Background: an optimization exercise with open tools, aiming at small area and a short achievable clock period. Do not read the settings as production practice. Power figures rest on the tool's default switching activity, not on a simulated workload.

==> flow/design.v <==
package fpalu_pkg;
	typedef logic [5:0] exp_t;	 
	typedef logic [21:0] man_t;	 
	typedef logic [4:0] hexp_t;	 
	typedef logic [22:0] sum_t;
	typedef logic [4:0] shamt_t;
	typedef enum logic {
		OP_ADD = 1'b0,	 
		OP_MUL = 1'b1	 
	} fpalu_op_t;
	localparam int AL_EXP_BIAS = 31;	 
	localparam int ML_EXP_BIAS = 15;	 
	localparam int ML_MAN_BITS = 11;	 
	localparam int PP_BITS = 12;	 
	function automatic logic [45:0] csa(input logic [22:0] a, input logic [22:0] b, input logic [22:0] c);
		logic [22:0] s, cy;
		s = a ^ b ^ c;
		cy = (a & b) | (a & c) | (b & c);
		csa = {s, cy[21:0], 1'b0};
	endfunction
endpackage
module exp_lt (
	input  logic [5:0] a,
	input  logic [5:0] b,
	output logic       lt	 
);
	logic [5:0] g, e;
	always_comb begin
		g = ~a & b;	 
		e = ~(a ^ b);
		lt = g[5] | (e[5] & g[4]) | (e[5] & e[4] & g[3])
			| (e[5] & e[4] & e[3] & (g[2] | (e[2] & g[1]) | (e[2] & e[1] & g[0])));
	end
endmodule
module operand_align (
	input  logic [22:0] man,
	input  logic [5:0]  d,
	output logic [22:0] sh
);
	always_comb begin
		sh = man;
		if (d[0]) sh = sh >> 1;
		if (d[1]) sh = sh >> 2;
		if (d[2]) sh = sh >> 4;
		if (d[3]) sh = sh >> 8;
		if (d[4]) sh = sh >> 16;
		if (d[5]) sh = '0;
	end
endmodule
module booth_enc (
	input  logic [10:0] y,
	output logic [5:0]  one,	 
	output logic [5:0]  two,	 
	output logic [5:0]  neg	 
);
	logic [12:0] yz;	 
	always_comb begin
		yz = {1'b0, y, 1'b0};
		for (int k = 0; k < 6; k++) begin
			logic [2:0] g;
			g = yz[2*k +: 3];
			one[k] = g[0] ^ g[1];
			two[k] = (g == 3'b011) || (g == 3'b100);
			neg[k] = g[2] & ~(g[1] & g[0]);	 
		end
	end
endmodule
module booth_mul (
	input  logic [10:0] m,	 
	input  logic [5:0]  one,
	input  logic [5:0]  two,
	input  logic [5:0]  neg,
	output logic [22:0] row_a,
	output logic [22:0] row_b,
	output logic [22:0] row_c
);
	localparam logic [7:0] K_HI = 8'hD5;
	logic [5:0][11:0]  e;	 
	logic [5:0][22:0]  r;
	always_comb begin
		for (int k = 0; k < 6; k++)
			e[k] = (({12{one[k]}} & {1'b0, m}) | ({12{two[k]}} & {m, 1'b0})) ^ {12{neg[k]}};
		r[0] = {K_HI, ~neg[0], neg[0], neg[0], e[0]};
		for (int k = 1; k < 5; k++)
			r[k] = 23'({~neg[k], e[k], 1'b0, neg[k-1]}) << (2 * k - 2);
		r[5] = 23'({e[5], 1'b0, neg[4]}) << 8;	 
	end
	logic [22:0] s1a, c1a, s1b, c1b;
	always_comb begin
		{s1a, c1a} = fpalu_pkg::csa(r[0], r[1], r[2]);
		{s1b, c1b} = fpalu_pkg::csa(r[3], r[4], r[5]);
		{row_a, row_b} = fpalu_pkg::csa(s1a, c1a, s1b);
		row_c = c1b;
	end
endmodule
module lzc23 (
	input  logic [22:0] w,
	output logic [4:0]  n	 
);
	always_comb begin
		n = 5'd23;
		for (int k = 0; k < 23; k++)
			if (w[k])
				n = 5'(22 - k);
	end
endmodule
module lzc11 (
	input  logic [10:0] w,
	output logic [3:0]  n	 
);
	always_comb begin
		n = 4'd11;
		for (int k = 0; k < 11; k++)
			if (w[k])
				n = 4'(10 - k);
	end
endmodule
module lza23 (
	input  logic [22:0] x,
	input  logic [22:0] y,
	input  logic        ci,
	output logic [4:0]  n
);
	logic [22:0] f;
	logic [22:0] o;	 
	always_comb begin
		o = {x[21:0] | y[21:0], ci};
		f = ~(x ^ y) & o;
	end
	lzc23 u_lzc (
		.w(f),
		.n(n)
	);
endmodule
module sum_normalize (
	input  logic [22:0] w,
	input  logic [4:0]  z,
	input  logic        nc,	 
	output logic [22:0] sh,
	output logic        c
);
	always_comb begin
		sh = w;
		if (z[4]) sh = sh << 16;
		if (z[3]) sh = sh << 8;
		if (z[2]) sh = sh << 4;
		if (z[1]) sh = sh << 2;
		if (z[0]) sh = sh << 1;
		c = ~nc & ~sh[22];
	end
endmodule
module fpalu_top (
	input  logic                 clk,
	input  logic                 rst,
	input  logic                 in_valid,
	input  fpalu_pkg::fpalu_op_t op,
	input  logic                 a_sgn,
	input  fpalu_pkg::exp_t      a_exp,
	input  fpalu_pkg::man_t      a_man,
	input  logic                 b_sgn,
	input  fpalu_pkg::exp_t      b_exp,
	input  fpalu_pkg::man_t      b_man,
	output logic                 out_valid,
	output logic                 y_sgn,
	output fpalu_pkg::exp_t      y_exp,
	output fpalu_pkg::man_t      y_man
);
	logic        a_lt_b, lt, mul;
	logic [5:0]  dab;
	logic        nz_a, nz_b;
	logic [10:0] sb;
	logic [5:0]  one, two, neg;
	logic [3:0]  lb;
	exp_lt u_lt (
		.a (a_exp),
		.b (b_exp),
		.lt(a_lt_b)
	);
	always_comb begin
		mul = (op == fpalu_pkg::OP_MUL);
		lt = a_lt_b & ~mul;
		dab = a_exp - b_exp;
		nz_a = (a_exp[4:0] != '0);
		nz_b = (b_exp[4:0] != '0);
		sb = {nz_b, b_man[9:0]};
	end
	booth_enc u_enc (
		.y  (sb),
		.one(one),
		.two(two),
		.neg(neg)
	);
	lzc11 u_lzb (
		.w(sb),
		.n(lb)
	);
	logic        v1, mul1, lt1, sa1, sb1;
	logic [5:0]  ea1, eb1, d1;
	logic [21:0] ml1;
	logic [22:0] mr1;
	always_ff @(posedge clk) begin
		v1 <= in_valid & ~rst;
		mul1 <= mul;
		lt1 <= lt;
		sa1 <= a_sgn;
		sb1 <= b_sgn;
		ea1 <= a_exp;
		eb1 <= b_exp;
		d1 <= dab ^ {6{a_lt_b}};
		if (mul) begin
			ml1 <= {6'({1'b0, a_exp[4:0]} + {1'b0, b_exp[4:0]} + 6'd3), 5'b0, nz_a, a_man[9:0]};
			mr1 <= {5'b0, lb, neg, two, one};
		end else begin
			ml1 <= lt ? b_man : a_man;
			mr1 <= lt ? {1'b0, a_man} : {b_man, 1'b0};
		end
	end
	logic [22:0] rsh;
	logic [21:0] rm;
	logic        lz, sub, sl, sr;
	logic [5:0]  el, er;
	logic [22:0] pa, pb, pc;
	logic [3:0]  la;
	logic        pz;
	logic [5:0]  pexp;
	logic [4:0]  pzc;
	operand_align u_align (
		.man(mr1),
		.d  (d1),
		.sh (rsh)
	);
	booth_mul u_mul (
		.m    (ml1[10:0]),
		.one  (mr1[5:0]),
		.two  (mr1[11:6]),
		.neg  (mr1[17:12]),
		.row_a(pa),
		.row_b(pb),
		.row_c(pc)
	);
	lzc11 u_lza (
		.w(ml1[10:0]),
		.n(la)
	);
	always_comb begin
		lz = (ml1 == '0);	 
		sub = sa1 ^ sb1;
		rm = lt1 ? mr1[21:0] : mr1[22:1];	 
		sl = lt1 ? sb1 : sa1;
		sr = lt1 ? sa1 : sb1;
		el = lt1 ? eb1 : ea1;
		er = lt1 ? ea1 : eb1;
		pz = (la == 4'd11) || (mr1[21:18] == 4'd11);
		pexp = ml1[21:16] + (pz ? 6'd0 : 6'(!ml1[10]) + 6'(eb1[4:0] == '0));
		pzc = pz ? 5'd23 : 5'(5'd1 + la + mr1[21:18]);
	end
	logic        v2, sg2, byp2, ci2, mul2;
	logic [5:0]  e2;
	logic [4:0]  zm2;
	logic [22:0] x2, y2, c2;
	always_ff @(posedge clk) begin
		v2 <= v1 & ~rst;
		mul2 <= mul1;
		zm2 <= pzc;
		if (mul1) begin
			x2 <= pa;
			y2 <= pb;
			c2 <= pc;
			ci2 <= 1'b0;
			e2 <= pexp;
			sg2 <= sub;
			byp2 <= 1'b0;
		end else if (lz) begin
			x2 <= {rm, 1'b0};
			y2 <= '0;
			c2 <= '0;
			ci2 <= 1'b0;
			e2 <= er;
			sg2 <= sr;
			byp2 <= 1'b1;
		end else begin
			x2 <= {1'b0, ml1};
			y2 <= {1'b0, rsh[22:1]} ^ {23{sub}};
			c2 <= '0;
			ci2 <= sub;
			e2 <= el + 6'd1;
			sg2 <= sl;
			byp2 <= 1'b0;
		end
	end
	logic [22:0] s3a, c3a;
	logic [24:0] sum;
	logic [22:0] w;
	logic        wrap;
	logic [4:0]  zl, zs, z;
	lza23 u_lzant (
		.x (x2),
		.y (y2),
		.ci(ci2),
		.n (zl)
	);
	always_comb begin
		{s3a, c3a} = fpalu_pkg::csa(x2, y2, c2);
		sum = {1'b0, s3a, 1'b0} + {1'b0, c3a[22:1], ci2, 1'b0};
		w = sum[23:1];
		wrap = ci2 & ~sum[24];
		zs = mul2 ? zm2 : (byp2 ? 5'd0 : zl);
		z = wrap ? 5'd0 : zs;
	end
	logic        v3, sg3, nc3;
	logic [5:0]  e3;
	logic [4:0]  z3;
	logic [22:0] w3;
	always_ff @(posedge clk) begin
		v3 <= v2 & ~rst;
		w3 <= w;
		z3 <= z;
		nc3 <= byp2 | (zs == 5'd23);
		e3 <= e2;
		sg3 <= sg2;
	end
	logic [22:0] nw;
	logic        c;
	sum_normalize u_norm (
		.w  (w3),
		.z  (z3),
		.nc (nc3),
		.sh (nw),
		.c  (c)
	);
	logic        c4, sg4;
	logic [5:0]  ez0, ez1;
	logic [22:0] w4;
	always_ff @(posedge clk) begin
		out_valid <= v3 & ~rst;
		sg4 <= sg3;
		w4 <= nw;
		c4 <= c;
		ez0 <= e3 - 6'(z3);
		ez1 <= e3 - 6'(z3) - 6'd1;
	end
	always_comb begin
		y_sgn = sg4;
		y_man = c4 ? w4[21:0] : w4[22:1];
		y_exp = c4 ? ez1 : ez0;
	end
endmodule
Settings: LEC_CHECK=0, CAP_MARGIN=20, CORE_MARGIN=2, CORE_UTILIZATION=40, SETUP_SLACK_MARGIN=3.0, SLEW_MARGIN=20; clock period 5.5 ns.
standard.sh (not shown) runs the stock make flow with config.mk's settings and CLKGATE_MAP_FILE= SYNTH_SCRIPT=/design/flow/synth_recipe.tcl, a recipe that flattens the netlist after the stock synthesis.
==> flow/flow/run.sh <==
#!/bin/bash
# Standard layout, with the port buffers made from plain buffers instead of
# the delay cells buffer_ports picks by default.
set -euo pipefail
cd "$(dirname "$0")/.."
bash standard.sh synth > synth.log 2>&1
bash standard.sh "BUFFER_PORTS_ARGS=-buffer_cell sky130_fd_sc_hd__buf_2" finish > layout.log 2>&1
The first run completed without violations.
Change:
Settings changed: SETUP_SLACK_MARGIN 3.0 to 2.5.
Effect: Worst hold slack improves by 0.013 ns. Sequential power rose by about 2%. Final cell count fell by 1.9%. Design area fell by 7.0%. Non-clock buffer count fell by 41. Setup slack improves by 0.032 ns. Via count fell by 3.0%.
Function was not checked in any run of this note: the RTL went through the layout flow alone.

what the ideal ports hide:
How much do the figures lean on ideal ports? The routed layouts below were timed once more, with nothing changed but the port constraints.
Step 1 sets driving cells, clkbuf_16 on the clock port and buf_2 on the other inputs (assumed; they add their load-dependent delay and slew).
Step 2 also shifts input and output timing later by t, the mid clock arrival at the registers, as if the neighbouring blocks saw the same clock.
a / b / c = ideal / step 1 / step 2; a / b = the first two.
| run | shift t [ns] | setup slack, ns | latest minus earliest clock arrival (ns) | worst data-port slew with drivers (ns) |
|---|---|---|---|---|
| the first run | 0.595 | 2.532 / 2.532 / 2.513 | 0.013 / 0.013 | 0.04 |
| the second run | 0.585 | 2.564 / 2.564 / 2.106 | 0.023 / 0.023 | 0.04 |
After both steps every run listed still meets setup and hold. For the second run, which loses most, drivers alone change the setup slack by 0.000 ns; drivers and shift together by -0.458 ns.
